Source: an optimization exercise on an open RTL-to-GDS flow (aim: a short achievable clock period and few clock cycles). Production flows keep margins and buffers that such runs may drop.
Only simulation tests tie the RTL to the original design; equivalence was not proved.
Power and IR drop assume default switching activity.

## run 4
==> flow/design.v (excerpt) <==
module dataCache
(
	input logic clock,
	input logic reset,
	input logic [32-1:0] address,
	input logic [32-1:0] writeData,
	input logic accessEnable,
	input logic byteAccess,
	input logic read,
	output logic [32-1:0] readData,
	output logic cacheWait,
	output logic [32-1:0] memAddress,
	output logic [32-1:0] memWriteData,
	output logic memEnable,
	output logic memRead,
	input logic [32-1:0] memReadData,
	input logic memWait
);
	localparam int TW = (32 - ((($clog2((32 / 8))) + $clog2(4)) + $clog2(4)));
	logic [TW-1:0] tagQ [4][4];       
	logic [3:0] validQ [4];
	logic [3:0] dirtyQ [4];
	logic [1:0] lastFillQ [4];
	logic [31:0] dataQ [4][4][4];     
	logic [31:0] aQ;
	logic [3:0] aSetOH;               
	logic [31:0] wdQ;                 
	logic [3:0] maskQ;
	logic byteQ;
	logic readQ;
	logic pendQ;
	logic [3:0] pendWayQ;             
	logic busyQ;
	logic wbQ;                        
	logic firstQ;                     
	logic [1:0] wcQ;                  
	logic [1:0] missWayQ;
  ...
Size in the first run: about 200 I/O pins, about 0.11 mm2 of cells after synthesis.
==> flow/config.mk <==
export PLATFORM = sky130hd
export DESIGN_NAME = dataCache
export DESIGN_NICKNAME = dataCache
export VERILOG_FILES = /design/flow/design.v
export SDC_FILE = /design/flow/constraint.sdc
export NUM_CORES = 4
export LEC_CHECK = 0
export ABC_CLOCK_PERIOD_IN_PS = 2000
export CAP_MARGIN = 20
export CORE_MARGIN = 2
export CORE_UTILIZATION = 55
export SLEW_MARGIN = 20
==> flow/constraint.sdc <==
create_clock -name core_clock -period 10.5 [get_ports {clock}]
set_input_delay 2.1000 -clock core_clock [delete_from_list [all_inputs] [get_ports {clock}]]
set_output_delay 2.1000 -clock core_clock [all_outputs]
set_load 0.01 [all_outputs]
standard.sh (not shown) runs the stock make flow with config.mk's settings and CLKGATE_MAP_FILE= SYNTH_SCRIPT=/design/flow/synth_recipe.tcl, a recipe that flattens the netlist after the stock synthesis.
==> flow/flow/run.sh <==
#!/bin/bash
# The standard layout (standard.sh, all steps unchanged), run with three
# settings changed: the timing repair may resize a cell to any footprint (the
# platform's MATCH_CELL_FOOTPRINT is 1), it aims for SETUP_SLACK_MARGIN ns of
# setup slack at the design's clock period (margin.txt), and the buffer that
# every input and output port gets is a buf_8 rather than the default
# clkdlybuf4s50_1 (a delay cell).
# make's full output goes to flow_make.log here; ORFS keeps each step's log
# under orfs/logs/.
set -euo pipefail
cd "$(dirname "${BASH_SOURCE[0]}")/.."
MARGIN=$(cat flow/margin.txt)
sed -E -e 's/ SETUP_SLACK_MARGIN=[^ ]+//g' \
	-e "s/CLKGATE_MAP_FILE= /CLKGATE_MAP_FILE= SETUP_SLACK_MARGIN=${MARGIN} MATCH_CELL_FOOTPRINT=0 'BUFFER_PORTS_ARGS=-buffer_cell sky130_fd_sc_hd__buf_8' /" \
	standard.sh > standard_tuned.sh
grep -q "MATCH_CELL_FOOTPRINT=0" standard_tuned.sh
bash standard_tuned.sh > flow_make.log 2>&1
==> flow/flow/margin.txt <==
7.3
Testbench counts of run 4, summed over its fixed seeds: cycles 55,934.
--- input diff run 4..run 2 ---
--- a/flow/design.v
+++ b/flow/design.v
@@ -21,29 +21,33 @@
 	logic [3:0] validQ [4];
 	logic [3:0] dirtyQ [4];
 	logic [1:0] lastFillQ [4];
 	logic [31:0] dataQ [4][4][4];     
 	logic [31:0] aQ;
 	logic [3:0] aSetOH;               
 	logic [31:0] wdQ;                 
 	logic [3:0] maskQ;
 	logic byteQ;
 	logic readQ;
-	logic pendQ;
+	logic wrReqQ;                     
+	logic pendQ;                      
 	logic [3:0] pendWayQ;             
 	logic busyQ;
 	logic wbQ;                        
+	logic busyPrevQ;
 	logic firstQ;                     
 	logic [1:0] wcQ;                  
 	logic [1:0] missWayQ;
 	logic [3:0] missOHQ;              
 	logic [1:0] aSet;
+	assign pendQ = wrReqQ && |pendWayQ;
+	assign firstQ = busyQ && !busyPrevQ;
 	logic [1:0] aWord;
 	logic [TW-1:0] aTag;
 	assign aSet = aQ[5:4];
 	assign aWord = aQ[3:2];
 	assign aTag = aQ[31:6];
 	logic [1:0] victimOf [4];
 	logic [3:0] wbNeed;
 	logic [TW-1:0] vicTag [4];
 	always_comb
 	begin
@@ -114,67 +118,71 @@
 	logic xfer;
 	logic lastXfer;
 	assign xfer = !memWait;
 	assign lastXfer = xfer && wcQ == 2'd3;
 	assign memEnable = busyQ;
 	always_ff @(posedge clock or negedge reset)
 	begin
 		if (!reset)
 		begin
 			busyQ <= 1'b0;
-			firstQ <= 1'b0;
-			pendQ <= 1'b0;
+			wrReqQ <= 1'b0;
 			wbQ <= 1'b0;
 			wcQ <= 2'd0;
 		end
 		else if (!busyQ)
 		begin
 			busyQ <= accessEnable && !hit;
-			firstQ <= accessEnable && !hit;
-			pendQ <= accessEnable && !read && hit;
+			wrReqQ <= accessEnable && !read;
 			wbQ <= wbNeed[iSet];
 			wcQ <= 2'd0;
 		end
 		else
 		begin
-			firstQ <= 1'b0;
 			if (xfer)
 			begin
 				wcQ <= wcQ + 2'd1;
 				if (wcQ == 2'd3)
 				begin
 					if (wbQ)
 						wbQ <= 1'b0;
 					else
 						busyQ <= 1'b0;
 				end
 			end
 		end
 	end
+	always_ff @(posedge clock or negedge reset)
+	begin
+		if (!reset)
+			busyPrevQ <= 1'b0;
+		else
+			busyPrevQ <= busyQ;
+	end
 	always_ff @(posedge clock)
 	begin
 		if (!busyQ)
 			cacheWait <= !hit || conflict;
 		else
 			cacheWait <= !(lastXfer && !wbQ);
 	end
 	always_ff @(posedge clock)
 	begin
+		aQ <= address;
+		aSetOH <= 4'b0001 << iSet;
+		wdQ <= byteAccess ? {4{writeData[7:0]}} : writeData;
+		maskQ <= byteAccess ? 4'b0001 << iLane : 4'b1111;
+		byteQ <= byteAccess;
+		readQ <= read;
+		pendWayQ <= hitv;
 		if (!busyQ)
 		begin
-			aQ <= address;
-			aSetOH <= 4'b0001 << iSet;
-			wdQ <= byteAccess ? {4{writeData[7:0]}} : writeData;
-			maskQ <= byteAccess ? 4'b0001 << iLane : 4'b1111;
-			byteQ <= byteAccess;
-			readQ <= read;
-			pendWayQ <= hitv;
 			missWayQ <= victimOf[iSet];
 			missOHQ <= 4'b0001 << victimOf[iSet];
 			memRead <= !wbNeed[iSet];
 			memAddress <= {wbNeed[iSet] ? vicTag[iSet] : iTag, iSet, 4'b0000};
 		end
 		else
 		begin
 			if (xfer)
 			begin
 				memAddress[3:2] <= wcQ + 2'd1;
Against run 4, design area in run 2 fell by a few percent.
[run 2] detailed-route wire length on metal 1 fell about 1.9% relative to run 4
Standby leakage power ends up lower on run 2.
Compared with run 4, in run 2 well tap count lost 1.2%; post-placement cell area lost about 3%; aggregate global-route resource usage lost 0.37 points.
In the reports for run 4 and run 2, the larger flip-flop and latch area belongs to run 4.
Re vertical die dimension: run 4 was higher than run 2.
The area added between synthesis and finish of run 2 is higher than that of run 4.
The placement-stage worst setup slack of run 2 exceeds that of run 4 by 0.018 ns.
Testbench counts of run 2, summed over its fixed seeds: cycles 55,934.

* * *

== job 101 ==
The RTL this note starts from:
==> flow/design.v <==
module dataCache
(
	input logic clock,
	input logic reset,
	input logic [32-1:0] address,
	input logic [32-1:0] writeData,
	input logic accessEnable,
	input logic byteAccess,
	input logic read,
	output logic [32-1:0] readData,
	output logic cacheWait,
	output logic [32-1:0] memAddress,
	output logic [32-1:0] memWriteData,
	output logic memEnable,
	output logic memRead,
	input logic [32-1:0] memReadData,
	input logic memWait
);
	localparam int TW = (32 - ((($clog2((32 / 8))) + $clog2(4)) + $clog2(4)));
	logic [TW-1:0] tagQ [4][4];       
	logic [3:0] validQ [4];
	logic [3:0] dirtyQ [4];
	logic [1:0] lastFillQ [4];
	logic [31:0] dataQ [4][4][4];     
	logic [31:0] aQ;
	logic [31:0] wdQ;                 
	logic [3:0] maskQ;
	logic byteQ;
	logic readQ;
	logic pendQ;
	logic [3:0] pendWayQ;             
	logic busyQ;
	logic wbQ;                        
	logic firstQ;                     
	logic [1:0] wcQ;                  
	logic [1:0] missWayQ;
	logic [1:0] aSet;
	logic [1:0] aWord;
	logic [TW-1:0] aTag;
	assign aSet = aQ[5:4];
	assign aWord = aQ[3:2];
	assign aTag = aQ[31:6];
	logic [1:0] victimOf [4];
	logic [3:0] wbNeed;
	logic [TW-1:0] vicTag [4];
	always_comb
	begin
		for (int s = 0; s < 4; s++)
		begin
			victimOf[s] = lastFillQ[s] + 2'd1;
			for (int w = 3; w >= 0; w--)
				if (!validQ[s][w])
					victimOf[s] = 2'(w);
			wbNeed[s] = validQ[s][victimOf[s]] && (dirtyQ[s][victimOf[s]]
				|| (pendQ && aSet == 2'(s) && pendWayQ[victimOf[s]]));
			vicTag[s] = tagQ[s][victimOf[s]];
		end
	end
	logic [1:0] iSet;
	logic [1:0] iWord;
	logic [1:0] iLane;
	logic [TW-1:0] iTag;
	assign iSet = address[5:4];
	assign iWord = address[3:2];
	assign iLane = address[1:0];
	assign iTag = address[31:6];
	logic [3:0] match [4];
	logic [3:0] hitv;
	logic hit;
	logic conflict;
	always_comb
	begin
		for (int s = 0; s < 4; s++)
			for (int w = 0; w < 4; w++)
				match[s][w] = validQ[s][w] && !busyQ && tagQ[s][w] == iTag;
		hitv = match[iSet];
		hit = |hitv;
		conflict = pendQ && read && address[5:2] == aQ[5:2];
	end
	logic [1:0] rdWord;
	logic [31:0] setLine [4][4];      
	logic [31:0] wayRaw [4];
	assign rdWord = busyQ ? wcQ : iWord;
	logic [1:0] laneSel [4];
	logic [31:0] wayHit [4];
	always_comb
	begin
		for (int j = 0; j < 4; j++)
			laneSel[j] = byteAccess ? iLane : 2'(j);
		for (int w = 0; w < 4; w++)
		begin
			for (int k = 0; k < 4; k++)
				setLine[w][k] = dataQ[iSet][w][k];
			wayRaw[w] = setLine[w][rdWord];
			for (int j = 0; j < 4; j++)
				wayHit[w][j*8 +: 8] = hitv[w] ? wayRaw[w][laneSel[j]*8 +: 8] : 8'h00;
		end
	end
	logic [31:0] rdHalfQ [2];
	assign readData = rdHalfQ[0] | rdHalfQ[1];
	logic [31:0] capData;
	always_comb
	begin
		capData = '0;
		if (busyQ)
		begin
			capData = rdHalfQ[0];
			if (!wbQ && wcQ == aWord)
				capData = byteQ ? {4{memReadData[aQ[1:0]*8 +: 8]}} : memReadData;
		end
	end
	always_ff @(posedge clock)
	begin
		rdHalfQ[0] <= wayHit[0] | wayHit[1] | capData;
		rdHalfQ[1] <= wayHit[2] | wayHit[3];
	end
	logic xfer;
	logic lastXfer;
	assign xfer = !memWait;
	assign lastXfer = xfer && wcQ == 2'd3;
	assign memEnable = busyQ;
	always_ff @(posedge clock or negedge reset)
	begin
		if (!reset)
		begin
			busyQ <= 1'b0;
			firstQ <= 1'b0;
			pendQ <= 1'b0;
			cacheWait <= 1'b1;
			wbQ <= 1'b0;
			wcQ <= 2'd0;
		end
		else if (!busyQ)
		begin
			cacheWait <= !hit || conflict;
			busyQ <= accessEnable && !hit;
			firstQ <= accessEnable && !hit;
			pendQ <= accessEnable && !read && hit;
			wbQ <= wbNeed[iSet];
			wcQ <= 2'd0;
		end
		else
		begin
			firstQ <= 1'b0;
			if (xfer)
			begin
				wcQ <= wcQ + 2'd1;
				if (wcQ == 2'd3)
				begin
					if (wbQ)
						wbQ <= 1'b0;
					else
					begin
						busyQ <= 1'b0;
						cacheWait <= 1'b0;
					end
				end
			end
		end
	end
	always_ff @(posedge clock)
	begin
		if (!busyQ)
		begin
			aQ <= address;
			wdQ <= byteAccess ? {4{writeData[7:0]}} : writeData;
			maskQ <= byteAccess ? 4'b0001 << iLane : 4'b1111;
			byteQ <= byteAccess;
			readQ <= read;
			pendWayQ <= hitv;
			missWayQ <= victimOf[iSet];
			memRead <= !wbNeed[iSet];
			memAddress <= {wbNeed[iSet] ? vicTag[iSet] : iTag, iSet, 4'b0000};
		end
		else
		begin
			if (xfer)
			begin
				memAddress[3:2] <= wcQ + 2'd1;
				if (wbQ && wcQ == 2'd3)
				begin
					memRead <= 1'b1;
					memAddress[31:6] <= aTag;
				end
			end
		end
		memWriteData <= wayRaw[missWayQ];
	end
	logic fillWr;
	logic [31:0] fillData;
	logic wrEn;
	logic [31:0] wrData;
	logic [3:0] wrMask;
	logic [1:0] wrWord;
	logic [3:0] wrWay;
	assign fillWr = busyQ && !wbQ;
	always_comb
	begin
		for (int b = 0; b < 4; b++)
			fillData[b*8 +: 8] = (!readQ && wcQ == aWord && maskQ[b]) ? wdQ[b*8 +: 8]
				: memReadData[b*8 +: 8];
		wrEn = fillWr || pendQ;
		wrData = fillWr ? fillData : wdQ;
		wrMask = fillWr ? 4'b1111 : maskQ;
		wrWord = fillWr ? wcQ : aWord;
		wrWay = fillWr ? 4'b0001 << missWayQ : pendWayQ;
	end
	always_ff @(posedge clock)
	begin
		for (int s = 0; s < 4; s++)
			for (int w = 0; w < 4; w++)
				for (int k = 0; k < 4; k++)
					for (int b = 0; b < 4; b++)
						if (wrEn && aSet == 2'(s) && wrWay[w] && wrWord == 2'(k) && wrMask[b])
							dataQ[s][w][k][b*8 +: 8] <= wrData[b*8 +: 8];
	end
	always_ff @(posedge clock or negedge reset)
	begin
		if (!reset)
		begin
			for (int s = 0; s < 4; s++)
			begin
				validQ[s] <= '0;
				dirtyQ[s] <= '0;
				lastFillQ[s] <= '0;
			end
		end
		else
		begin
			if (firstQ)
			begin
				validQ[aSet][missWayQ] <= 1'b1;
				dirtyQ[aSet][missWayQ] <= !readQ;
				lastFillQ[aSet] <= missWayQ;
			end
			else if (pendQ)
			begin
				for (int w = 0; w < 4; w++)
					if (pendWayQ[w])
						dirtyQ[aSet][w] <= 1'b1;
			end
		end
	end
	always_ff @(posedge clock)
	begin
		if (firstQ)
			tagQ[aSet][missWayQ] <= aTag;
	end
endmodule
export LEC_CHECK = 0
export ABC_CLOCK_PERIOD_IN_PS = 2000
export CAP_MARGIN = 20
export CORE_MARGIN = 2
export CORE_UTILIZATION = 40
export SLEW_MARGIN = 20
create_clock -name core_clock -period 10.5 [get_ports {clock}]
==> flow/flow/run.sh <==
#!/bin/bash
# The standard layout (standard.sh, all steps unchanged), run with two
# repair settings changed: the timing repair may resize a cell to any
# footprint (the platform's MATCH_CELL_FOOTPRINT is 1), and it aims for
# SETUP_SLACK_MARGIN ns of setup slack at the design's clock period.
# make's full output goes to flow_make.log here; ORFS keeps each step's log
# under orfs/logs/.
set -euo pipefail
cd "$(dirname "${BASH_SOURCE[0]}")/.."
MARGIN=$(cat flow/margin.txt)
sed -E -e 's/ SETUP_SLACK_MARGIN=[^ ]+//g' \
	-e "s/CLKGATE_MAP_FILE= /CLKGATE_MAP_FILE= SETUP_SLACK_MARGIN=${MARGIN} MATCH_CELL_FOOTPRINT=0 /" \
	standard.sh > standard_tuned.sh
grep -q "MATCH_CELL_FOOTPRINT=0" standard_tuned.sh
bash standard_tuned.sh > flow_make.log 2>&1
==> flow/flow/margin.txt <==
6.8
Testbench counts of job 101, summed over its fixed seeds: cycles 55,934.
## Diff of input files: job 102 against job 101
diff --git a/flow/design.v b/flow/design.v
--- a/flow/design.v
+++ b/flow/design.v
@@ -21,10 +21,11 @@
 	logic [3:0] validQ [4];
 	logic [3:0] dirtyQ [4];
 	logic [1:0] lastFillQ [4];
 	logic [31:0] dataQ [4][4][4];     
 	logic [31:0] aQ;
+	logic [3:0] aSetOH;               
 	logic [31:0] wdQ;                 
 	logic [3:0] maskQ;
 	logic byteQ;
 	logic readQ;
 	logic pendQ;
@@ -32,10 +33,11 @@
 	logic busyQ;
 	logic wbQ;                        
 	logic firstQ;                     
 	logic [1:0] wcQ;                  
 	logic [1:0] missWayQ;
+	logic [3:0] missOHQ;              
 	logic [1:0] aSet;
 	logic [1:0] aWord;
 	logic [TW-1:0] aTag;
 	assign aSet = aQ[5:4];
 	assign aWord = aQ[3:2];
@@ -124,17 +126,15 @@
 		if (!reset)
 		begin
 			busyQ <= 1'b0;
 			firstQ <= 1'b0;
 			pendQ <= 1'b0;
-			cacheWait <= 1'b1;
 			wbQ <= 1'b0;
 			wcQ <= 2'd0;
 		end
 		else if (!busyQ)
 		begin
-			cacheWait <= !hit || conflict;
 			busyQ <= accessEnable && !hit;
 			firstQ <= accessEnable && !hit;
 			pendQ <= accessEnable && !read && hit;
 			wbQ <= wbNeed[iSet];
 			wcQ <= 2'd0;
@@ -148,29 +148,35 @@
 				if (wcQ == 2'd3)
 				begin
 					if (wbQ)
 						wbQ <= 1'b0;
 					else
-					begin
 						busyQ <= 1'b0;
-						cacheWait <= 1'b0;
-					end
 				end
 			end
 		end
 	end
 	always_ff @(posedge clock)
 	begin
 		if (!busyQ)
+			cacheWait <= !hit || conflict;
+		else
+			cacheWait <= !(lastXfer && !wbQ);
+	end
+	always_ff @(posedge clock)
+	begin
+		if (!busyQ)
 		begin
 			aQ <= address;
+			aSetOH <= 4'b0001 << iSet;
 			wdQ <= byteAccess ? {4{writeData[7:0]}} : writeData;
 			maskQ <= byteAccess ? 4'b0001 << iLane : 4'b1111;
 			byteQ <= byteAccess;
 			readQ <= read;
 			pendWayQ <= hitv;
 			missWayQ <= victimOf[iSet];
+			missOHQ <= 4'b0001 << victimOf[iSet];
 			memRead <= !wbNeed[iSet];
 			memAddress <= {wbNeed[iSet] ? vicTag[iSet] : iTag, iSet, 4'b0000};
 		end
 		else
 		begin
@@ -182,11 +188,12 @@
 					memRead <= 1'b1;
 					memAddress[31:6] <= aTag;
 				end
 			end
 		end
-		memWriteData <= wayRaw[missWayQ];
+		memWriteData <= (missOHQ[0] ? wayRaw[0] : '0) | (missOHQ[1] ? wayRaw[1] : '0)
+			| (missOHQ[2] ? wayRaw[2] : '0) | (missOHQ[3] ? wayRaw[3] : '0);
 	end
 	logic fillWr;
 	logic [31:0] fillData;
 	logic wrEn;
 	logic [31:0] wrData;
@@ -201,19 +208,30 @@
 				: memReadData[b*8 +: 8];
 		wrEn = fillWr || pendQ;
 		wrData = fillWr ? fillData : wdQ;
 		wrMask = fillWr ? 4'b1111 : maskQ;
 		wrWord = fillWr ? wcQ : aWord;
-		wrWay = fillWr ? 4'b0001 << missWayQ : pendWayQ;
+		wrWay = fillWr ? missOHQ : pendWayQ;
+	end
+	logic [3:0] lineEn [4];           
+	logic [3:0] laneEn [4];           
+	always_comb
+	begin
+		for (int s = 0; s < 4; s++)
+			for (int w = 0; w < 4; w++)
+				lineEn[s][w] = wrEn && aSetOH[s] && wrWay[w];
+		for (int k = 0; k < 4; k++)
+			for (int b = 0; b < 4; b++)
+				laneEn[k][b] = wrWord == 2'(k) && wrMask[b];
 	end
 	always_ff @(posedge clock)
 	begin
 		for (int s = 0; s < 4; s++)
 			for (int w = 0; w < 4; w++)
 				for (int k = 0; k < 4; k++)
 					for (int b = 0; b < 4; b++)
-						if (wrEn && aSet == 2'(s) && wrWay[w] && wrWord == 2'(k) && wrMask[b])
+						if (lineEn[s][w] && laneEn[k][b])
 							dataQ[s][w][k][b*8 +: 8] <= wrData[b*8 +: 8];
 	end
 	always_ff @(posedge clock or negedge reset)
 	begin
 		if (!reset)
--- outcome ---
Job 102 completed every stage of the flow, and the final layout passed the timing, design-rule and antenna checks. Compared with job 101, power in job 102 increased by a little under 10%. The run showing the smaller number of setup buffers added after CTS is job 102. Job 101 has higher wire length of the first global-routing pass than job 102. From job 101 to job 102 the numbers moved as follows: sequential share of layout area fell 0.89 points, worst slack on hold paths rose 9.0 ps, setup slack at placement rose 270 ps, final weighted congestion in routability-driven placement rose 2.4%. On global-route met1 utilization, the higher figure sits with job 101, not job 102.
Testbench counts of job 102, summed over its fixed seeds: cycles 55,934.

-- separate check: timing with driven ports --
How much do the figures lean on ideal ports? The routed layouts below were timed once more, with nothing changed but the port constraints. Step 1: set_driving_cell puts a clkbuf_16 on clock and a buf_2 on each other input, an assumption about the parent block. Step 2 also shifts input and output timing later by t, the mid clock arrival at the registers, as if the neighbouring blocks saw the same clock. a / b / c = no drivers / after step 1 / after step 2; a / b = the first two.
run	shift t [ns]	slack for setup (ns)	latest minus earliest clock arrival (ns)	worst slew at a driven data input, ns
run 4	1.016	6.700 / 6.259 / 5.242	0.069 / 0.069	0.65
run 2	1.026	6.636 / 6.108 / 5.082	0.049 / 0.050	0.70
job 101	0.975	6.580 / 6.438 / 5.463	0.103 / 0.103	0.40
job 102	1.013	6.539 / 6.360 / 5.347	0.069 / 0.068	0.33
After both steps setup and hold are still met in every run listed. For run 2, which loses most, drivers alone change the setup slack by -0.528 ns; drivers and shift together by -1.554 ns.
